From an optimization exercise on the open Yosys and OpenROAD flow, aimed at small area and few clock cycles; shortcuts taken in it are not production practice. The RTL was checked by simulation tests, not by an equivalence proof against the original design. Power and IR drop assume default switching activity.

$ cat flow/config.mk
export PLATFORM = sky130hd
export DESIGN_NAME = axil_wr_split
export DESIGN_NICKNAME = axil_wr_split
export VERILOG_FILES = /design/flow/design.v
export SDC_FILE = /design/flow/constraint.sdc
export NUM_CORES = 4
export LEC_CHECK = 0
export CAP_MARGIN = 20
export CORE_MARGIN = 2
export CORE_UTILIZATION = 60
export CTS_BUF_LIST = sky130_fd_sc_hd__clkbuf_8
export PLACE_DENSITY = 0.75
export SLEW_MARGIN = 20
$ cat flow/constraint.sdc
create_clock -name core_clock -period 5.0 [get_ports {aclk}]
set_input_delay 1.0000 -clock core_clock [delete_from_list [all_inputs] [get_ports {aclk}]]
set_output_delay 1.0000 -clock core_clock [all_outputs]
set_load 0.01 [all_outputs]
$ cat flow/design.v
package axil_split_pkg;
  localparam int ADDR_W = 32;
  localparam int DATA_W = 32;
  localparam int STRB_W = DATA_W / 8;
  localparam int RESP_W = 2;
  localparam logic [ADDR_W-1:0] SPLIT_BASE = 32'h0000_8000;
  localparam int ORD_DEPTH = 5;
endpackage
`timescale 1ns/1ps
import axil_split_pkg::*;
module axil_fifo #(
  parameter int DEPTH = ORD_DEPTH
) (
  input  logic aclk,
  input  logic aresetn,
  input  logic push,
  input  logic push_port,
  output logic full,
  input  logic w_adv,
  output logic w_avail,
  output logic w_port,
  input  logic pop,
  output logic head_port
);
  localparam int CW = $clog2(DEPTH + 1);
  logic [DEPTH-1:0] q;
  logic [CW-1:0]    n;
  logic [CW-1:0]    nw;
  assign full    = (n == CW'(DEPTH));
  assign w_avail = (nw != '0);
  logic [(1 << CW)-1:0] qx;
  assign qx        = {{((1 << CW) - DEPTH){1'b0}}, q};
  assign w_port    = qx[nw - 1'b1];
  assign head_port = qx[n - 1'b1];
  always_ff @(posedge aclk)
  begin
    if (!aresetn)
    begin
      n  <= '0;
      nw <= '0;
    end
    else
    begin
      if (push && !pop)
        n <= n + 1'b1;
      else if (pop && !push)
        n <= n - 1'b1;
      if (push && !w_adv)
        nw <= nw + 1'b1;
      else if (w_adv && !push)
        nw <= nw - 1'b1;
    end
  end
  always_ff @(posedge aclk)
  begin
    if (push)
      q <= {q[DEPTH-2:0], push_port};
  end
endmodule
`timescale 1ns/1ps
import axil_split_pkg::*;
module axil_s_wr_fifos (
  input  logic              aclk,
  input  logic              aresetn,
  input  logic              s_awvalid,
  output logic              s_awready,
  input  logic [ADDR_W-1:0] s_awaddr,
  input  logic              room,
  output logic              take,
  output logic              take_port,
  output logic [1:0]        m_awvalid,
  input  logic [1:0]        m_awready,
  output logic [ADDR_W-1:0] m_awaddr
);
  logic aw_v;
  logic aw_p;
  assign take_port = (s_awaddr >= SPLIT_BASE);
  assign s_awready = room && (!aw_v || m_awready[aw_p]);
  assign take      = s_awvalid && s_awready;
  assign m_awvalid = {aw_v && aw_p, aw_v && !aw_p};
  always_ff @(posedge aclk)
  begin
    if (!aresetn)
      aw_v <= 1'b0;
    else if (take)
      aw_v <= 1'b1;
    else if (m_awready[aw_p])
      aw_v <= 1'b0;
  end
  always_ff @(posedge aclk)
  begin
    if (take)
    begin
      aw_p     <= take_port;
      m_awaddr <= s_awaddr;
    end
  end
endmodule
`timescale 1ns/1ps
import axil_split_pkg::*;
module axil_m_wr_fifos (
  input  logic                   aclk,
  input  logic                   aresetn,
  input  logic                   head_port,
  input  logic [1:0]             m_bvalid,
  output logic [1:0]             m_bready,
  input  logic [1:0][RESP_W-1:0] m_bresp,
  output logic                   take,
  output logic                   s_bvalid,
  input  logic                   s_bready,
  output logic [RESP_W-1:0]      s_bresp
);
  logic              ov;
  logic [RESP_W-1:0] ovr;
  logic              free;
  logic              hv;
  logic [RESP_W-1:0] hr;
  assign hv       = m_bvalid[head_port];
  assign hr       = m_bresp[head_port];
  assign free     = !ov || s_bready;
  assign m_bready = {free && head_port, free && !head_port};
  assign take     = free && hv;
  assign s_bvalid = ov || hv;
  assign s_bresp  = ov ? ovr : hr;
  always_ff @(posedge aclk)
  begin
    if (!aresetn)
      ov <= 1'b0;
    else if (free)
      ov <= take && (ov || !s_bready);
  end
  always_ff @(posedge aclk)
  begin
    if (take)
      ovr <= hr;
  end
endmodule
`timescale 1ns/1ps
import axil_split_pkg::*;
module axil_wr_split (
  input  logic                            aclk,
  input  logic                            aresetn,
  input  logic                            s_awvalid,
  output logic                            s_awready,
  input  logic [axil_split_pkg::ADDR_W-1:0] s_awaddr,
  input  logic                            s_wvalid,
  output logic                            s_wready,
  input  logic [axil_split_pkg::DATA_W-1:0] s_wdata,
  input  logic [axil_split_pkg::STRB_W-1:0] s_wstrb,
  output logic                            s_bvalid,
  input  logic                            s_bready,
  output logic [axil_split_pkg::RESP_W-1:0] s_bresp,
  output logic                            m0_awvalid,
  input  logic                            m0_awready,
  output logic [axil_split_pkg::ADDR_W-1:0] m0_awaddr,
  output logic                            m0_wvalid,
  input  logic                            m0_wready,
  output logic [axil_split_pkg::DATA_W-1:0] m0_wdata,
  output logic [axil_split_pkg::STRB_W-1:0] m0_wstrb,
  input  logic                            m0_bvalid,
  output logic                            m0_bready,
  input  logic [axil_split_pkg::RESP_W-1:0] m0_bresp,
  output logic                            m1_awvalid,
  input  logic                            m1_awready,
  output logic [axil_split_pkg::ADDR_W-1:0] m1_awaddr,
  output logic                            m1_wvalid,
  input  logic                            m1_wready,
  output logic [axil_split_pkg::DATA_W-1:0] m1_wdata,
  output logic [axil_split_pkg::STRB_W-1:0] m1_wstrb,
  input  logic                            m1_bvalid,
  output logic                            m1_bready,
  input  logic [axil_split_pkg::RESP_W-1:0] m1_bresp
);
  logic              full;
  logic              take;
  logic              take_port;
  logic              w_avail;
  logic              w_port;
  logic              w_go;
  logic              head_port;
  logic              b_take;
  logic [1:0]        m_awvalid;
  logic [ADDR_W-1:0] m_awaddr;
  axil_s_wr_fifos u_aw (
    .aclk      (aclk),
    .aresetn   (aresetn),
    .s_awvalid (s_awvalid),
    .s_awready (s_awready),
    .s_awaddr  (s_awaddr),
    .room      (!full || b_take),
    .take      (take),
    .take_port (take_port),
    .m_awvalid (m_awvalid),
    .m_awready ({m1_awready, m0_awready}),
    .m_awaddr  (m_awaddr)
  );
  assign {m1_awvalid, m0_awvalid} = m_awvalid;
  assign m0_awaddr = {{(ADDR_W-15){1'b0}}, m_awaddr[14:0]};
  assign m1_awaddr = m_awaddr;
  axil_fifo u_ord (
    .aclk      (aclk),
    .aresetn   (aresetn),
    .push      (take),
    .push_port (take_port),
    .full      (full),
    .w_adv     (w_go),
    .w_avail   (w_avail),
    .w_port    (w_port),
    .pop       (b_take),
    .head_port (head_port)
  );
  assign m0_wvalid = s_wvalid && w_avail && !w_port;
  assign m1_wvalid = s_wvalid && w_avail && w_port;
  assign m0_wdata  = s_wdata;
  assign m1_wdata  = s_wdata;
  assign m0_wstrb  = s_wstrb;
  assign m1_wstrb  = s_wstrb;
  assign s_wready  = w_avail && (w_port ? m1_wready : m0_wready);
  assign w_go      = s_wvalid && s_wready;
  axil_m_wr_fifos u_b (
    .aclk      (aclk),
    .aresetn   (aresetn),
    .head_port (head_port),
    .m_bvalid  ({m1_bvalid, m0_bvalid}),
    .m_bready  ({m1_bready, m0_bready}),
    .m_bresp   ({m1_bresp, m0_bresp}),
    .take      (b_take),
    .s_bvalid  (s_bvalid),
    .s_bready  (s_bready),
    .s_bresp   (s_bresp)
  );
endmodule
$ cat flow/flow/run.sh
#!/bin/bash
# Standard layout with four changes: synthesis maps logic with an area
# oriented ABC script, the smallest buffer goes on every input and output
# port, one tie cell is shared by the constant outputs, and the clock tree
# has no dummy loads. The ORFS scripts are copied here and only the ABC
# script that synthesis reads is replaced.
set -e
rm -rf scripts_area
cp -r "$FLOW_HOME/scripts" scripts_area
cp flow/abc_map_area.script scripts_area/abc_speed.script
export SCRIPTS_DIR="$PWD/scripts_area"
export BUFFER_PORTS_ARGS="-buffer_cell sky130_fd_sc_hd__buf_1"
export SKIP_REPAIR_TIE_FANOUT=1
export CTS_ARGS="-sink_clustering_enable -repair_clock_nets -buf_list sky130_fd_sc_hd__clkbuf_8 -dont_use_dummy_load"
bash standard.sh > standard.log 2>&1
$ cat flow/flow/abc_map_area.script
strash
dc2
dch -f
map -a
$ cat flow/standard.sh
#!/bin/bash
# synth_recipe.tcl (not shown) runs the flow's synth.tcl, then flattens the netlist and writes it again
# the make line also repeats each setting of config.mk as NAME=value (left out here)
make -C /OpenROAD-flow-scripts/flow DESIGN_CONFIG=/design/flow/config.mk WORK_HOME=/design/flow/orfs CLKGATE_MAP_FILE= SYNTH_SCRIPT=/design/flow/synth_recipe.tcl "${@:-finish}"
==> flow_summary_export.csv, run 1 <==
group,metric,value,unit
power,p_sw_frac,0.397,
global_route,grt_usage,0.230,
power,leakage,0.833,nW
sta,hold_violations,0,
detailed_routing,wl_per_cell,18.1,microns
global_route,antenna_found_initial,0,
yosys,synthTopCellsByArea,"edfxtp_1, buf_4, dfxtp_1",
run_status,status,"no timing/DRC/antenna violations",
sta,slew-limit-headroom,0.548,
yosys,synth_edf_count,39,
sta,setup_viol,0,
detailed_routing,first_pass_iters,4,
sta,tightest_slew,0.673,ns
final_layout,diodes,0,
global_route,grt_pass1_vias,1492,
placed_design,gp_congestion,0.918,
global_route,gr-total-overflow,0,
sta,period_share,0.793,
clocking,cts-root-buf,"clkbuf_8",
yosys,syn-instance-count,261,
power,powerDensity,528,nW/um^2
die,die-area,5050,sq um
yosys,syn-cell-area,2700,sq um
clocking,h-tree-depth,2,
detailed_routing,vias_per_cell,5.06,
yosys,yosysTopAreaCell,"edfxtp_1",
final_layout,final_common_cell,"buf_1",
power,clkPwrFrac,0.151,
die,die_width,71.1,microns
yosys,netlist.area_leader.share,0.434,
die,ios,230,
detailed_routing,ant_nets,0,
setup_path,path_class,"flip-flop to output pin",
yosys,syn-num-nets,352,
die,coreArea,4350,sq um
yosys,ys.flop_type,"edfxtp_1",
flow_run,maxCapViolations,0,
clocking,tritoncts,"yes",
sta,max_freq,252,MHz
detailed_routing,drt_iter0_markers,61,
power,pwr-share-comb,0.429,
final_layout,layout_common_cells,"buf_1, edfxtp_1, clkinv_1, o21ai_0, nand2_1",
yosys,synth_area_per_cell,10.3,sq um
power,max-vdd-ir-drop,332,uV
clocking,cts_repair_resize_count,0,
detailed_routing,wirelength,5780,microns
final_layout,fillers,409,
clocking,clockBufferDepth,2,
clocking,clkLatencyLatePin,0.30,ns
setup_path,cp-end-kind,"output pin",
global_route,grt_start_max_net_pins,21,
clocking,cts-buffers-inserted,5,
sta,finalCriticalPeriod,3.97,ns
yosys,synthArstFlopShare,0,
final_layout,nets,360,
final_layout,area_growth,-9.23,%
clocking,cts_hold_buf,0,
yosys,ys_seq_elements,47,
detailed_routing,vias,1615,
setup_path,critPathMaxFanout,8,
final_layout,drive_above_1_share,0.0300,
die,fp.dieH,71.1,microns
setup_path,crit_path_start_kind,"flip-flop",
setup_path,required,4.00,ns
placed_design,io_buffers,104,
min_path,hold_class,"flip-flop to flip-flop",
sta,rsz0062_at_grt,"false",
setup_path,cp_data_arrival_time,2.97,ns
die,rows,24,
global_route,grt_pass1_wl,8330,microns
sta,whs,0.495,ns
clocking,clkTransAtPathRegs,0.06,ns
sta,skew,0.0282,ns
yosys,synth_warnings,3,
detailed_routing,drc_errors,0,
sta,slew_viol_final,0,
power,p_seq_frac,0.420,
die,start_util,0.620,
clocking,cts_sinks,47,
yosys,ys_seq_area_frac,0.494,
power,p_switching,0.514,mW
power,intPower,0.779,mW
clocking,cts_setup_buffers,0,
sta,tns,0,ns
placed_design,dp_hpwl,4990,microns
yosys,synth_cell_types,23,
-- logic make-up after synthesis --
logic type | after synthesis | share of synthesized area
buffers and inverters | 132 | 0.328
DFF | 47 | 0.494
other | 1 | 0.00139
adders and majority gates | 8 | 0.0371
xor gates and xnor gates | 3 | 0.00974
AOI/OAI and AO/OA | 34 | 0.0705
muxes | 1 | 0.00417
and+or+nand+nor | 35 | 0.0552
-- path summary, 6_finish.rpt --
path                           start                       to  slack (ns)  depth (start not counted)
max          u_ord.n[0]$_SDFFE_PN0P_                s_awready        1.03                         13
min          u_ord.n[2]$_SDFFE_PN0P_  u_ord.n[2]$_SDFFE_PN0P_        0.50                          2
max reg2reg  u_ord.n[0]$_SDFFE_PN0P_  u_ord.n[2]$_SDFFE_PN0P_        1.06                         19
min reg2reg  u_ord.n[2]$_SDFFE_PN0P_  u_ord.n[2]$_SDFFE_PN0P_        0.50                          2
-- per-layer routing --
metal / vias to the layer above / GRT usage / part of all wire
met5: - / 0 / 0
met4: 0 / 0.0671 / 0.0071
met3: 6 / 0.248 / 0.23
met2: 129 / 0.324 / 0.44
met1: 710 / 0.227 / 0.32
li1: 770 / - / -
-- synthesized netlist by cell type (2+ instances only) --
cell	count
a31oi_1	2
buf_4	104
a21oi_1	10
nor3_1	4
edfxtp_1	39
dfxtp_1	8
o21ai_0	15
ha_1	8
nor2_1	13
xor2_1	3
nor4_1	2
clkinv_1	28
nand2_1	14
a21boi_0	2
-- per-stage QoR --
step | setup WS (ns) | utilization | instances | cell area [sq um] | power [mW]
final | 1.03 | 0.562 | 319 | 2450 | 1.29
after global routing | 0.640 | 0.562 | 319 | 2450 | 1.40
after CTS | 1.08 | 0.562 | 319 | 2450 | 1.30
after detailed placement | 1.16 | 0.547 | 314 | 2380 | 1.10
after global placement | 1.32 | 0.547 | 314 | 2380 | 1.09
after floorplan | 1.18 | - | 261 | 2700 | 1.02
-- area by class of cell --
class,count,area (sq um),area share
multi-input combinational,82,480,0.196
clock buffer,5,68.8,0.0281
inverter,28,105,0.0429
sequential,47,1330,0.544
tap,52,65.1,0.0266
timing repair buffer,105,398,0.162
-- worst max-delay path, stage by stage, from the launching register on --
cell	delay [ns]
dfxtp_1	0.47
clkinv_1	0.16
ha_1	0.34
clkinv_1	0.11
o21ai_0	0.12
o211ai_1	0.12
nand2_1	0.14
clkinv_1	0.14
o21ai_0	0.24
clkinv_1	0.12
nor2_1	0.21
clkinv_1	0.13
a31oi_1	0.20
buf_1	0.20
-- power by group through the flow --
| stage | logic, mW | registers [mW] | clock network (mW) |
|---|---|---|---|
| finish | 0.554 | 0.543 | 0.196 |
| CTS | 0.556 | 0.543 | 0.203 |
| global placement | 0.538 | 0.550 | 0 |
| detailed placement | 0.551 | 0.551 | 0 |
| floorplan | 0.466 | 0.556 | 0 |
| global route | 0.634 | 0.552 | 0.216 |
-- flip-flops by register name (all words and copies together), names as in the netlist --
signal,flops
u_ord.n,3
u_aw.aw_v,1
u_ord.nw,3
u_b.ovr,2
u_b.ov,1
u_aw.m_awaddr,32
u_ord.q,5
Testbench counts, summed over its fixed seeds: cycles 10,137.
==> run 2: changes to the inputs <==
--- a/flow/flow/run.sh
+++ b/flow/flow/run.sh
@@ -9,6 +9,7 @@
 cp -r "$FLOW_HOME/scripts" scripts_area
 cp flow/abc_map_area.script scripts_area/abc_speed.script
 export SCRIPTS_DIR="$PWD/scripts_area"
+export ADDER_MAP_FILE=
 export BUFFER_PORTS_ARGS="-buffer_cell sky130_fd_sc_hd__buf_1"
 export SKIP_REPAIR_TIE_FANOUT=1
 export CTS_ARGS="-sink_clustering_enable -repair_clock_nets -buf_list sky130_fd_sc_hd__clkbuf_8 -dont_use_dummy_load"
==> flow/flow/abc_map_area.script (replaced) <==
strash
dc2
dch -f
amap
==> run 2 against run 1 <==
  * Clock skew down 0.0039 ns
  * Critical path depth down 2
  * Sequential share of layout area up 2.7 points
  * Global-route usage down 5.9 points
  * Wire length down 26%
  * Via count down 4.1%
  * Register-to-register slack better by 0.50 ns
  * Combinational power down 27%
  * Area after synthesis down 4.2%
  * Clock power about the same
  * Setup slack better by 0.35 ns
  * Critical endpoint unchanged
  * Largest cell class unchanged
==> flow_summary_export.csv, run 2 <==
group,metric,value,unit
setup_path,worstPathCellList,"clkinv_1 -> nor3_1 -> a211oi_1 -> a21boi_0 -> o22ai_1 -> clkinv_1 -> o22ai_1 -> nor2_1 -> nor2_1 -> nor2_1 -> buf_1",
setup_path,required,4.00,ns
yosys,synthArstFlopShare,0,
die,fp.dieH,69.6,microns
setup_path,reg2reg_from,"u_ord.n[0]$_SDFFE_PN0P_",
setup_path,critPathMaxFanout,6,
placed_design,dp_hpwl,3470,microns
setup_path,slowest_delay,0.42,ns
detailed_routing,vias_per_cell,5.18,
sta,period_share,0.723,
detailed_routing,first_pass_iters,4,
sta,tns,0,ns
setup_path,cp-end-kind,"output pin",
sta,hold_violations,0,
die,die_width,69.6,microns
setup_path,cp_common_cell,"nor2_1",
power,leakage,0.738,nW
yosys,ys_seq_elements,47,
placed_design,io_buffers,104,
yosys,syn-cell-area,2580,sq um
global_route,grt_use_met3,0.110,
global_route,grt_pass1_vias,1400,
setup_path,crit_path_start_kind,"flip-flop",
clocking,cts_repair_resize_count,0,
detailed_routing,vias,1549,
global_route,grt_usage,0.171,
detailed_routing,ant_nets,0,
detailed_routing,wl_per_cell,14.3,microns
yosys,netlist.area_leader.share,0.453,
die,coreArea,4090,sq um
clocking,clkLatencyLatePin,0.30,ns
detailed_routing,wirelength,4280,microns
clocking,clkTransAtPathRegs,0.07,ns
setup_path,path_class,"flip-flop to output pin",
min_path,hold_class,"flip-flop to flip-flop",
power,max-vdd-ir-drop,261,uV
final_layout,area_growth,-9.73,%
final_layout,top_regs,"u_aw.m_awaddr: 32 flops, u_ord.q: 5 flops",
clocking,cts_sinks,47,
yosys,yosysTopAreaCell,"edfxtp_1",
global_route,top_usage_layer,"met2",
global_route,grt_start_max_net_pins,41,
yosys,synth.most_common_cell,"buf_4",
final_layout,fillers,366,
yosys,synthTopCellsByArea,"edfxtp_1, buf_4, dfxtp_1",
clocking,cts-root-buf,"clkbuf_8",
yosys,synth_edf_count,39,
run_status,status,"no timing/DRC/antenna violations",
final_layout,layout_common_cells,"buf_1, edfxtp_1, clkinv_1, nor2_1, dfxtp_1",
yosys,syn-instance-count,243,
global_route,grt_pass1_wl,6420,microns
final_layout,drive_above_1_share,0.0241,
placed_design,gp_congestion,0.857,
min_path,hold_start,"u_ord.q[1]$_DFFE_PP_",
sta,max_freq,277,MHz
setup_path,reg2reg_slack,1.56,ns
yosys,synth_top_cells_by_count,"buf_4, edfxtp_1, clkinv_1, nor2_1, dfxtp_1",
detailed_routing,drt_iter0_markers,46,
global_route,antenna_found_initial,0,
global_route,grt_use_met2,0.268,
die,die-area,4850,sq um
clocking,h-tree-depth,2,
setup_path,r2r.worst_path.cells,16,
detailed_routing,drc_errors,0,
die,ios,230,
sta,rsz0062_at_grt,"false",
global_route,gr-total-overflow,0,
power,powerDensity,485,nW/um^2
final_layout,nets,334,
sta,skew,0.0243,ns
setup_path,critPathLaunch,"u_ord.n[0]$_SDFFE_PN0P_",
yosys,ys_seq_area_frac,0.515,
setup_path,cp_data_arrival_time,2.61,ns
yosys,synth_area_per_cell,10.6,sq um
final_layout,diodes,0,
die,start_util,0.633,
clocking,cts_hold_buf,0,
yosys,synth_cell_types,23,
final_layout,largest_reg_flops,32,
die,rows,23,
final_layout,final_common_cell,"buf_1",
global_route,use_met1,0.189,
final_layout,top_register,"u_aw.m_awaddr",
yosys,ys.flop_type,"edfxtp_1",
min_path,min_to,"u_ord.q[2]$_DFFE_PP_",
sta,slew_viol_final,0,
clocking,tritoncts,"yes",
sta,finalCriticalPeriod,3.61,ns
yosys,syn-num-nets,326,
sta,whs,0.477,ns
clocking,cts-buffers-inserted,5,
clocking,cts_setup_buffers,0,
yosys,synth_warnings,3,
clocking,clockBufferDepth,2,
min_path,hold_path_depth,0,
flow_run,maxCapViolations,0,
sta,setup_viol,0,
setup_path,r2r-end,"u_ord.nw[0]$_SDFFE_PN0P_",
setup_path,slowest_stage,"dfxtp_1",
==> run 2: changes by cell type in the layout (fill, tap and decap cells not counted), moves of 4 or more <==
cell      before  now
a21oi_1       10    4
a221oi_1       0    4
clkinv_1      28   21
ha_1           8    0
nand2_1       14    5
nor2_1        13   21
o21ai_0       15    4
o22ai_1        1    5
==> run 2: worst max-delay path, delay by kind of cell (launching register included) <==
kind / cells / cell delay (ns)
flip-flops: 1 / 0.42
AND/OR/NAND/NOR: 4 / 0.55
AO/OA/AOI/OAI: 4 / 0.83
buffers and inverters: 3 / 0.52
==> run 2: power breakdown <==
group / internal [mW] / leakage [nW] / switching (mW)
Combinational: 0.142 / 0.273 / 0.264
Sequential: 0.493 / 0.429 / 0.0331
Clock: 0.0901 / 0.0359 / 0.108
==> run 2: how the worst max path moves through the flow <==
stage | slack, ns | to | cells past startpoint
CTS | 1.38 | s_awready | 11
floorplan | 1.27 | u_ord.nw[2]$_SDFFE_PN0P_ | 15
global route | 1.09 | s_awready | 11
global placement | 1.75 | u_ord.nw[2]$_SDFFE_PN0P_ | 16
finish | 1.39 | s_awready | 11
detailed placement | 1.56 | u_ord.nw[0]$_SDFFE_PN0P_ | 16
==> run 2: layout make-up <==
type,instances,area (sq um),share of cell area
sequential,47,1330,0.571
inverter,21,78.8,0.0338
multi-input combinational,71,394,0.169
tap,50,62.6,0.0268
clock buffer,5,68.8,0.0295
timing repair buffer,105,398,0.171
==> run 2: cell families after synthesis <==
logic type             Yosys count  share of synthesized area
AO/OA/AOI/OAI                   30                     0.0828
buffers and inverters          125                      0.333
flip-flops                      47                      0.515
other                            1                    0.00145
AND/OR/NAND/NOR                 40                     0.0682
==> run 2: per-layer routing <==
metal	wire length [microns]	share of wire
met1	1570	0.37
met5	0	0
met4	61	0.014
met3	643	0.15
met2	2010	0.47
==> run 2: through the flow <==
stage	total power [mW]	utilization	instances	cell area (sq um)	setup WS (ns)
4_1_cts	1.14	0.571	299	2330	1.38
3_5_place_dp	0.944	0.554	294	2260	1.56
6_report	1.13	0.571	299	2330	1.39
5_1_grt	1.21	0.571	299	2330	1.09
2_1_floorplan	0.902	-	243	2580	1.27
3_3_place_gp	0.939	0.554	294	2260	1.75
==> run 3: changes to the inputs <==
--- a/flow/design.v
+++ b/flow/design.v
@@ -4,7 +4,7 @@
   localparam int STRB_W = DATA_W / 8;
   localparam int RESP_W = 2;
   localparam logic [ADDR_W-1:0] SPLIT_BASE = 32'h0000_8000;
-  localparam int ORD_DEPTH = 5;
+  localparam int ORD_DEPTH = 6;
 endpackage
 `timescale 1ns/1ps
 import axil_split_pkg::*;
==> run 3 against run 2 <==
  * Clock skew shrank 0.011 ns
  * Setup slack got worse by 0.095 ns
  * Hold slack worse by 0.013 ns
  * Critical path depth shrank 2
  * Final cell count up 3.7%
  * Clock-buffer cell count is the same
  * Area after synthesis increased by 2.0%
  * Non-clock buffer count did not move
  * Sequential power is 3% higher
  * First-iteration DRC count increased by 91%
  * Combinational power increased by 14%
  * Critical path type unchanged
  * Critical endpoint unchanged
==> flow_summary_export.csv, run 3 <==
group,metric,value,unit
global_route,grt_usage,0.229,
yosys,yosysTopAreaCell,"edfxtp_1",
yosys,synth_top_cells_by_count,"buf_4, edfxtp_1, clkinv_1",
setup_path,required,4.00,ns
yosys,synth_edf_count,40,
yosys,synth.most_common_cell,"buf_4",
power,leakage,0.743,nW
yosys,ys.flop_type,"edfxtp_1",
power,p_switching,0.461,mW
clocking,cts_repair_resize_count,0,
clocking,clkLatencyLatePin,0.29,ns
final_layout,top_register,"u_aw.m_awaddr",
final_layout,layout_common_cells,"buf_1, edfxtp_1, clkinv_1, nor2_1",
yosys,synth_area_per_cell,10.5,sq um
final_layout,fin_area,2390,sq um
setup_path,cp-end-kind,"output pin",
yosys,syn-cell-area,2640,sq um
setup_path,critPathTopFamily,"compound AO/OA/AOI/OAI gates",
final_layout,nets,343,
yosys,netlist.area_leader.share,0.456,
global_route,grt_pass1_vias,1564,
sta,slew_viol_final,0,
final_layout,top_regs,"u_aw.m_awaddr: 32 flops, u_ord.q: 6 flops",
clocking,cts_sinks,48,
clocking,clkTransAtPathRegs,0.07,ns
clocking,tritoncts,"yes",
sta,tns,0,ns
power,p_sw_frac,0.384,
clocking,clockBufferDepth,2,
sta,finalCriticalPeriod,3.71,ns
run_status,status,"no timing/DRC/antenna violations",
setup_path,timing.critical_path.buf_inv,3,
clocking,h-tree-depth,2,
clocking,cts-buffers-inserted,5,
clocking,cts_setup_buffers,0,
detailed_routing,first_pass_iters,4,
sta,max_freq,270,MHz
placed_design,preCtsSetupSlack,1.39,ns
die,ios,230,
placed_design,gp_congestion,1.03,
yosys,synth_cell_types,23,
global_route,grt_start_max_net_pins,30,
flow_run,maxCapViolations,0,
sta,hold_violations,0,
sta,whs,0.464,ns
detailed_routing,drt_iter0_markers,88,
power,powerDensity,504,nW/um^2
global_route,antenna_found_initial,0,
clocking,cts-root-buf,"clkbuf_8",
yosys,syn-instance-count,252,
min_path,hold_class,"flip-flop to flip-flop",
setup_path,slowest_stage,"dfxtp_1",
yosys,synthArstFlopShare,0,
power,p_seq_frac,0.449,
setup_path,path_class,"flip-flop to output pin",
placed_design,dp_hpwl,4820,microns
sta,skew,0.0132,ns
power,clkPwrFrac,0.167,
setup_path,crit_path_start_kind,"flip-flop",
final_layout,largest_reg_flops,32,
setup_path,slowest_delay,0.41,ns
sta,rsz0062_at_grt,"false",
die,start_util,0.614,
yosys,synthTopCellsByArea,"edfxtp_1, buf_4, dfxtp_1",
die,coreArea,4290,sq um
setup_path,worstPathCellList,"clkinv_1 -> o32ai_1 -> a2111oi_0 -> a31oi_1 -> o22ai_1 -> nor2_1 -> clkinv_1 -> a31oi_1 -> buf_1",
yosys,ys_seq_area_frac,0.516,
sta,setup_ws,1.29,ns
yosys,syn-num-nets,335,
yosys,ys_seq_elements,48,
clocking,cts_hold_buf,0,
sta,setup_viol,0,
die,die-area,4940,sq um
final_layout,drive_above_1_share,0.0233,
die,rows,24,
final_layout,final_common_cell,"buf_1",
global_route,gr-total-overflow,0,
detailed_routing,drc_errors,0,
setup_path,cp_data_arrival_time,2.71,ns
die,fp.dieH,70.3,microns
power,max-vdd-ir-drop,258,uV
placed_design,dpl-instance-area,2320,sq um
detailed_routing,vias_per_cell,5.32,
placed_design,io_buffers,104,
detailed_routing,ant_nets,0,
detailed_routing,vias,1648,
power,pwr-share-comb,0.385,
detailed_routing,wl_per_cell,18.6,microns
power,intPower,0.741,mW
die,die_width,70.3,microns
final_layout,diodes,0,
detailed_routing,wirelength,5770,microns
global_route,grt_pass1_wl,8420,microns
yosys,synth_warnings,3,
final_layout,area_growth,-9.44,%
setup_path,critPathMaxFanout,6,
sta,period_share,0.742,
## run 3: worst paths after layout
path                                start                      end  slack (ns)  depth (start not counted)
setup / recovery  u_ord.n[0]$_SDFFE_PN0P_                s_awready        1.29                          9
hold / removal       u_ord.q[3]$_DFFE_PP_     u_ord.q[4]$_DFFE_PP_        0.46                          0
setup reg to reg  u_ord.n[0]$_SDFFE_PN0P_  u_ord.n[1]$_SDFFE_PN0P_        1.36                         14
hold reg to reg      u_ord.q[3]$_DFFE_PP_     u_ord.q[4]$_DFFE_PP_        0.46                          0
## run 3: per-layer routing
layer | GRT usage | vias to the layer above | wire, microns | part of all wire
met3 | 0.182 | 14 | 1030 | 0.18
met2 | 0.339 | 125 | 2620 | 0.45
met4 | 0.0513 | 0 | 68 | 0.012
met1 | 0.259 | 744 | 2060 | 0.36
li1 | - | 765 | - | -
met5 | 0 | - | 0 | 0
## run 3: area by class of cell
class / count / area (sq um)
clock buffer: 5 / 68.8
fill: 397 / 1910
inverter: 27 / 101
multi-input combinational: 73 / 393
sequential: 48 / 1360
tap: 52 / 65.1
timing repair buffer: 105 / 398
## run 3: logic make-up (layout without fill, tap and decap cells)
kind of cell / after synthesis / count (layout) / synth area share
buffers and inverters: 131 / 137 / 0.335
flip-flops: 48 / 48 / 0.516
AND/OR/NAND/NOR: 39 / 39 / 0.0645
AO/OA/AOI/OAI: 33 / 33 / 0.0831
other: 1 / 1 / 0.00142
## run 3: worst register-to-register path: stages (launching register included)
cell and delay (ns):
dfxtp_1 0.41, clkinv_1 0.18, o32ai_1 0.29, a2111oi_0 0.10, a31oi_1 0.41, clkinv_1 0.24, o22ai_1 0.24, nor2_1 0.14
clkinv_1 0.08, a31oi_1 0.10, nand2_1 0.17, clkinv_1 0.42, nor2_1 0.38, o22ai_1 0.15, a211oi_1 0.24
## run 3: power by group through the flow
stage / sequential, mW / combinational, mW / clock, mW
2_1_floorplan: 0.553 / 0.390 / 0
3_3_place_gp: 0.546 / 0.443 / 0
3_5_place_dp: 0.548 / 0.456 / 0
4_1_cts: 0.540 / 0.459 / 0.207
5_1_grt: 0.546 / 0.516 / 0.220
6_report: 0.540 / 0.463 / 0.200
## run 3: stage by stage
stage,std cells,power (mW),utilization
after global placement,305,0.989,0.540
after global routing,310,1.28,0.556
final,310,1.20,0.556
after detailed placement,305,1.00,0.540
after floorplan,252,0.943,-
after CTS,310,1.21,0.556
Testbench counts of run 3, summed over its fixed seeds: cycles 9,863.
==> run 4: changes to the inputs <==
--- a/flow/design.v
+++ b/flow/design.v
@@ -23,32 +23,32 @@
   output logic head_port
 );
   localparam int CW = $clog2(DEPTH + 1);
-  logic [DEPTH-1:0] q;
-  logic [CW-1:0]    n;
-  logic [CW-1:0]    nw;
-  assign full    = (n == CW'(DEPTH));
-  assign w_avail = (nw != '0);
+  logic [DEPTH-1:0]     q;
   logic [(1 << CW)-1:0] qx;
+  logic [CW-1:0]        hi;
+  logic [CW-1:0]        wi;
   assign qx        = {{((1 << CW) - DEPTH){1'b0}}, q};
-  assign w_port    = qx[nw - 1'b1];
-  assign head_port = qx[n - 1'b1];
+  assign full      = (hi == CW'(DEPTH - 1));
+  assign w_avail   = (wi != '1);
+  assign w_port    = qx[wi];
+  assign head_port = qx[hi];
   always_ff @(posedge aclk)
   begin
     if (!aresetn)
     begin
-      n  <= '0;
-      nw <= '0;
+      hi <= '1;
+      wi <= '1;
     end
     else
     begin
       if (push && !pop)
-        n <= n + 1'b1;
+        hi <= hi + 1'b1;
       else if (pop && !push)
-        n <= n - 1'b1;
+        hi <= hi - 1'b1;
       if (push && !w_adv)
-        nw <= nw + 1'b1;
+        wi <= wi + 1'b1;
       else if (w_adv && !push)
-        nw <= nw - 1'b1;
+        wi <= wi - 1'b1;
     end
   end
   always_ff @(posedge aclk)
==> run 4 against run 3 <==
  * Clock-buffer cell count stayed put
  * Combinational power decreased by 21%
  * Sequential share of layout area is 0.88 points higher
  * Via count decreased by 5.3%
  * First-iteration DRC count decreased by 17%
  * Sequential cell count unchanged
  * Synthesized cell count fell by 4.0%
  * Final area fell by 1.5%
  * Setup slack gained 0.079 ns
  * Highest routed layer unchanged
==> flow_summary_export.csv, run 4 <==
group,metric,value,unit
sta,rsz0062_at_grt,"false",
yosys,syn-cell-area,2600,sq um
power,max-vdd-ir-drop,236,uV
sta,whs,0.494,ns
global_route,grt_pass1_vias,1466,
clocking,cts_repair_resize_count,0,
clocking,cts_setup_buffers,0,
final_layout,diodes,0,
yosys,synth_warnings,3,
setup_path,cp-end-kind,"flip-flop",
detailed_routing,ant_nets,0,
die,coreArea,4090,sq um
sta,slew_viol_final,0,
placed_design,dpl-instance-area,2280,sq um
sta,skew,0.0231,ns
yosys,synth.most_common_cell,"buf_4",
die,rows,23,
detailed_routing,wl_per_cell,19.0,microns
global_route,grt_pass1_wl,8140,microns
global_route,grt_usage,0.226,
die,die-area,4880,sq um
setup_path,crit_path_start_kind,"flip-flop",
setup_path,reg2reg_from,"u_ord.hi[0]$_SDFFE_PN1P_",
final_layout,fillers,357,
setup_path,r2r.worst_path.cells,15,
die,fp.dieH,69.9,microns
placed_design,io_buffers,104,
final_layout,top_register,"u_aw.m_awaddr",
final_layout,drive_above_1_share,0.0242,
final_layout,largest_reg_flops,32,
setup_path,path_class,"flip-flop to flip-flop",
global_route,gr-total-overflow,0,
yosys,syn-num-nets,325,
setup_path,endpoint,"u_ord.wi[2]$_SDFFE_PN1P_",
die,die_width,69.9,microns
setup_path,reg2reg_slack,1.37,ns
yosys,ys_seq_elements,48,
sta,tns,0,ns
yosys,synthTopCellsByArea,"edfxtp_1, buf_4, dfxtp_1",
detailed_routing,vias,1561,
setup_path,r2r-end,"u_ord.wi[2]$_SDFFE_PN1P_",
clocking,h-tree-depth,2,
yosys,ys.flop_type,"edfxtp_1",
sta,period_share,0.726,
final_layout,layout_common_cells,"buf_1, edfxtp_1, clkinv_1, nor2_1, nand2_1",
detailed_routing,top_layer,"met4",
clocking,cts-root-buf,"clkbuf_8",
sta,hold_violations,0,
detailed_routing,wirelength,5670,microns
placed_design,preCtsSetupSlack,1.37,ns
final_layout,final_common_cell,"buf_1",
yosys,syn-instance-count,242,
final_layout,fin_area,2350,sq um
yosys,synthArstFlopShare,0,
sta,max_freq,275,MHz
detailed_routing,first_pass_iters,4,
clocking,cts-buffers-inserted,5,
final_layout,top_regs,"u_aw.m_awaddr: 32 flops, u_ord.q: 6 flops",
sta,setup_ws,1.37,ns
yosys,synth_area_per_cell,10.8,sq um
detailed_routing,vias_per_cell,5.24,
clocking,clkLatencyLatePin,0.30,ns
yosys,ys_seq_area_frac,0.523,
clocking,cts_hold_buf,0,
final_layout,final_util,0.575,
sta,setup_viol,0,
placed_design,dp_cells,293,
global_route,antenna_found_initial,0,
yosys,yosysTopAreaCell,"edfxtp_1",
detailed_routing,drt_iter0_markers,73,
final_layout,nets,333,
yosys,synth_top_cells_by_count,"buf_4, edfxtp_1, clkinv_1",
clocking,clockBufferDepth,2,
sta,finalCriticalPeriod,3.63,ns
placed_design,gp_congestion,0.847,
power,power.total,1.12,mW
setup_path,critPathLaunch,"u_ord.hi[0]$_SDFFE_PN1P_",
detailed_routing,wl_met1,2100,microns
yosys,synth_cell_types,21,
run_status,status,"no timing/DRC/antenna violations",
yosys,netlist.area_leader.share,0.462,
sta,slew-limit-headroom,0.552,
min_path,hold_class,"flip-flop to flip-flop",
sta,tightest_slew,0.671,ns
power,powerDensity,478,nW/um^2
flow_run,maxCapViolations,0,
die,start_util,0.637,
global_route,grt_start_max_net_pins,29,
final_layout,finalNonFillerCells,298,
detailed_routing,wl_met2,2840,microns
setup_path,cp_data_arrival_time,3.77,ns
placed_design,dp_hpwl,4690,microns
clocking,tritoncts,"yes",
die,ios,230,
power,leakage,0.759,nW
detailed_routing,met3WireLength,689,microns
yosys,synth_edf_count,40,
final_layout,area_growth,-9.66,%
setup_path,critPathMaxFanout,28,
detailed_routing,drc_errors,0,
clocking,clkTransAtPathRegs,0.06,ns
setup_path,required,5.14,ns
clocking,cts_sinks,48,
-- run 4: cell count changes after synthesis, moves of 2 or more --
cell	previous run	this run
nor2_1	21	16
nand2_1	6	13
a31oi_1	2	0
a211oi_1	3	0
a22oi_1	1	4
nor3_1	5	1
clkinv_1	27	21
o21ai_0	7	4
o22ai_1	8	6
o221ai_1	2	6
-- run 4: power breakdown --
part	switching, mW	total, mW	internal, mW
sequential	0.0452	0.563	0.518
clock	0.108	0.198	0.0902
combinational	0.246	0.364	0.118
-- run 4: cells by family after synthesis --
| group | Yosys count | synth area share |
|---|---|---|
| other | 1 | 0.00144 |
| XOR/XNOR | 1 | 0.00337 |
| flip-flops | 48 | 0.523 |
| AO/OA/AOI/OAI | 30 | 0.0827 |
| AND/OR/NAND/NOR | 37 | 0.0591 |
| buffers and inverters | 125 | 0.330 |
-- run 4: worst max-delay path, cell delays in order (launching register included) --
cell and delay [ns]:
dfxtp_1 0.37, clkinv_1 0.12, a22oi_1 0.09, o32ai_1 0.58, clkinv_1 0.29, o22ai_1 0.32, nor2_1 0.15, clkinv_1 0.08
a41oi_1 0.14, nand2_1 0.14, clkinv_1 0.40, buf_4 0.42, nand2_1 0.14, o22ai_1 0.10, clkinv_1 0.06, o221ai_1 0.09
-- run 4: layout make-up --
class	count	area (sq um)	share of cell area
Timing Repair Buffer	105	398	0.169
Tap cell	50	62.6	0.0266
Clock buffer	5	68.8	0.0293
Sequential cell	48	1360	0.579
Multi-Input combinational cell	69	382	0.162
Inverter	21	78.8	0.0335
-- run 4: worst min-delay path by stage --
| stage | end | startpoint | depth (start not counted) |
|---|---|---|---|
| finish | u_ord.q[4]$_DFFE_PP_ | u_ord.q[3]$_DFFE_PP_ | 0 |
| floorplan | u_ord.q[5]$_DFFE_PP_ | u_ord.q[4]$_DFFE_PP_ | 0 |
| CTS | u_ord.q[4]$_DFFE_PP_ | u_ord.q[3]$_DFFE_PP_ | 0 |
| global route | u_ord.q[4]$_DFFE_PP_ | u_ord.q[3]$_DFFE_PP_ | 0 |
| global placement | u_ord.q[3]$_DFFE_PP_ | u_ord.q[2]$_DFFE_PP_ | 0 |
| detailed placement | u_ord.q[3]$_DFFE_PP_ | u_ord.q[2]$_DFFE_PP_ | 0 |
-- run 4: layer usage --
metal | track usage | up-vias
li1 | - | 743
met1 | 0.267 | 707
met2 | 0.368 | 102
met3 | 0.115 | 9
met4 | 0.0513 | 0
met5 | 0 | -
Testbench counts of run 4, summed over its fixed seeds: cycles 9,863.
==> run 5: changes to the inputs <==
==> flow/flow/run.sh (replaced) <==
#!/bin/bash
# Standard layout with these changes: synthesis skips the half/full adder
# extraction and maps logic with an area oriented ABC script (registers are
# untouched), the smallest buffer goes on every input and output port, one
# tie cell is shared by the constant outputs, and the clock tree has no
# dummy loads. The ORFS scripts are copied here and only the ABC script
# that synthesis reads is replaced. Tool output goes to standard.log and
# to ORFS's per-step logs under orfs/logs.
set -e
rm -rf scripts_area
cp -r "$FLOW_HOME/scripts" scripts_area
cp flow/abc_map_area.script scripts_area/abc_speed.script
export SCRIPTS_DIR="$PWD/scripts_area"
export ADDER_MAP_FILE=
export BUFFER_PORTS_ARGS="-buffer_cell sky130_fd_sc_hd__buf_1"
export SKIP_REPAIR_TIE_FANOUT=1
export CTS_ARGS="-sink_clustering_enable -repair_clock_nets -buf_list sky130_fd_sc_hd__clkbuf_8 -dont_use_dummy_load"
bash standard.sh > standard.log 2>&1
==> run 5 against run 4 <==
  * Register-to-register slack is essentially flat
  * Critical endpoint unchanged
  * Fmax did not move
  * First-iteration DRC count did not move
  * Critical path type unchanged
  * Still clean
  * Via count unchanged
  * Hold slack stayed put
==> flow_summary_export.csv, run 5 <==
group,metric,value,unit
run_status,status,"no timing/DRC/antenna violations",
power,max-vdd-ir-drop,236,uV
die,start_util,0.637,
yosys,syn-instance-count,242,
clocking,cts_setup_buffers,0,
sta,slew-limit-headroom,0.552,
sta,tightest_slew,0.671,ns
final_layout,area_growth,-9.66,%
detailed_routing,drc_errors,0,
yosys,synth_top_cells_by_count,"buf_4, edfxtp_1, clkinv_1",
yosys,synth_edf_count,40,
power,leakage,0.759,nW
sta,slew_viol_final,0,
yosys,syn-num-nets,325,
yosys,ys_seq_elements,48,
global_route,grt_pass1_vias,1466,
final_layout,top_regs,"u_aw.m_awaddr: 32 flops, u_ord.q: 6 flops",
final_layout,layout_common_cells,"buf_1, edfxtp_1, clkinv_1, nor2_1, nand2_1",
setup_path,r2r.worst_path.cells,15,
yosys,ys_seq_area_frac,0.523,
yosys,synth.most_common_cell,"buf_4",
detailed_routing,vias_per_cell,5.24,
yosys,yosysTopAreaCell,"edfxtp_1",
clocking,cts_sinks,48,
min_path,hold_class,"flip-flop to flip-flop",
setup_path,path_class,"flip-flop to flip-flop",
yosys,syn-cell-area,2600,sq um
detailed_routing,ant_nets,0,
global_route,grt_pass1_wl,8140,microns
yosys,ys.flop_type,"edfxtp_1",
detailed_routing,wirelength,5670,microns
global_route,grt_start_max_net_pins,29,
final_layout,diodes,0,
clocking,cts_repair_resize_count,0,
detailed_routing,wl_per_cell,19.0,microns
clocking,clkLatencyLatePin,0.30,ns
final_layout,nets,333,
sta,period_share,0.726,
global_route,grt_usage,0.226,
global_route,gr-total-overflow,0,
setup_path,cp_data_arrival_time,3.77,ns
clocking,tritoncts,"yes",
final_layout,largest_reg_flops,32,
die,die_width,69.9,microns
sta,setup_viol,0,
placed_design,io_buffers,104,
clocking,cts_hold_buf,0,
final_layout,drive_above_1_share,0.0242,
sta,tns,0,ns
clocking,cts-buffers-inserted,5,
sta,hold_violations,0,
detailed_routing,first_pass_iters,4,
clocking,cts-root-buf,"clkbuf_8",
yosys,netlist.area_leader.share,0.462,
yosys,synth_cell_types,21,
sta,max_freq,275,MHz
die,ios,230,
setup_path,crit_path_start_kind,"flip-flop",
placed_design,gp_congestion,0.847,
yosys,synth_area_per_cell,10.8,sq um
global_route,antenna_found_initial,0,
final_layout,top_register,"u_aw.m_awaddr",
detailed_routing,vias,1561,
die,die-area,4880,sq um
setup_path,critPathMaxFanout,28,
placed_design,dp_hpwl,4690,microns
flow_run,maxCapViolations,0,
die,coreArea,4090,sq um
min_path,hold_path_depth,0,
die,rows,23,
sta,rsz0062_at_grt,"false",
clocking,clockBufferDepth,2,
yosys,synthArstFlopShare,0,
sta,finalCriticalPeriod,3.63,ns
setup_path,required,5.14,ns
yosys,synth_warnings,3,
sta,whs,0.494,ns
sta,skew,0.0231,ns
final_layout,final_common_cell,"buf_1",
clocking,clkTransAtPathRegs,0.06,ns
die,fp.dieH,69.9,microns
setup_path,cp-end-kind,"flip-flop",
power,powerDensity,478,nW/um^2
final_layout,fillers,357,
yosys,synthTopCellsByArea,"edfxtp_1, buf_4, dfxtp_1",
detailed_routing,drt_iter0_markers,73,
clocking,h-tree-depth,2,
[run 5: cell counts after synthesis]
No cell type changed its count.
[run 5: worst paths after layout]
check                                         startpoint  slack (ns)                       end
worst min register to register      u_ord.q[3]$_DFFE_PP_        0.49      u_ord.q[4]$_DFFE_PP_
worst max register to register  u_ord.hi[0]$_SDFFE_PN1P_        1.37  u_ord.wi[2]$_SDFFE_PN1P_
worst max-delay path            u_ord.hi[0]$_SDFFE_PN1P_        1.37  u_ord.wi[2]$_SDFFE_PN1P_
worst min-delay path                u_ord.q[3]$_DFFE_PP_        0.49      u_ord.q[4]$_DFFE_PP_
[run 5: per-stage QoR]
stage               total power, mW  std cells  cell area, sq um  worst slack [ns]  utilization
global placement              0.926        293              2280              1.58        0.558
floorplan                     0.896        242              2600              1.37            -
detailed placement            0.935        293              2280              1.37        0.558
global route                   1.20        298              2350             0.921        0.575
finish                         1.12        298              2350              1.37        0.575
CTS                            1.13        298              2350              1.36        0.575
[run 5: critical path, stage by stage (launching register included)]
cell	delay, ns
dfxtp_1	0.37
clkinv_1	0.12
a22oi_1	0.09
o32ai_1	0.58
clkinv_1	0.29
o22ai_1	0.32
nor2_1	0.15
clkinv_1	0.08
a41oi_1	0.14
nand2_1	0.14
clkinv_1	0.40
buf_4	0.42
nand2_1	0.14
o22ai_1	0.10
clkinv_1	0.06
o221ai_1	0.09
[run 5: final cells by class]
type	count	area, sq um	share of cell area
Clock buffer	5	68.8	0.0293
Inverter	21	78.8	0.0335
Multi-Input combinational cell	69	382	0.162
Sequential cell	48	1360	0.579
Tap cell	50	62.6	0.0266
Timing Repair Buffer	105	398	0.169
[run 5: layer usage]
layer	track usage	part of all wire	vias to the layer above
met5	0	0	-
met3	0.115	0.12	9
met2	0.368	0.50	102
met4	0.0513	0.0063	0
li1	-	-	743
met1	0.267	0.37	707
[run 5: kinds of logic after synthesis]
kind of cell,Yosys count,synth area share
and+or+nand+nor,37,0.0591
DFF,48,0.523
AOI/OAI and AO/OA,30,0.0827
buffers and inverters,125,0.330
other,1,0.00144
xor gates and xnor gates,1,0.00337
[run 5: report_power, final]
group	switching [mW]	total (mW)	internal [mW]
sequential	0.0452	0.563	0.518
clock	0.108	0.198	0.0902
combinational	0.246	0.364	0.118
total	0.399	1.12	0.725

-- separate check: timing with driven ports --
The results above use ideal ports. As a check the final layouts listed here were re-extracted and re-timed, cells and wires unchanged. Step 1: set_driving_cell puts a clkbuf_16 on aclk and a buf_2 on each other input, an assumption about the parent block. Step 2 moves the port delays by t, midway between the first and last clock arrival at a register: inputs arrive t later, outputs are due t later. That takes back most of the time a late clock gives input paths. Three values: ideal, step 1, step 2; two values: the first two.
| run | shift t [ns] | setup WS [ns] | slew at the worst register clock pin (ns) | pins driven straight from the clock port |
|---|---|---|---|---|
| run 1 | 0.312 | 1.035 / 1.010 / 1.055 | 0.09 / 0.09 | 1 |
| run 2 | 0.317 | 1.385 / 1.359 / 1.563 | 0.09 / 0.09 | 1 |
| run 3 | 0.305 | 1.291 / 1.268 / 1.359 | 0.08 / 0.08 | 1 |
| run 4 | 0.309 | 1.370 / 1.370 / 1.370 | 0.09 / 0.09 | 1 |
| run 5 | 0.309 | 1.370 / 1.370 / 1.370 | 0.09 / 0.09 | 1 |
After both steps setup and hold are still met in every run listed.
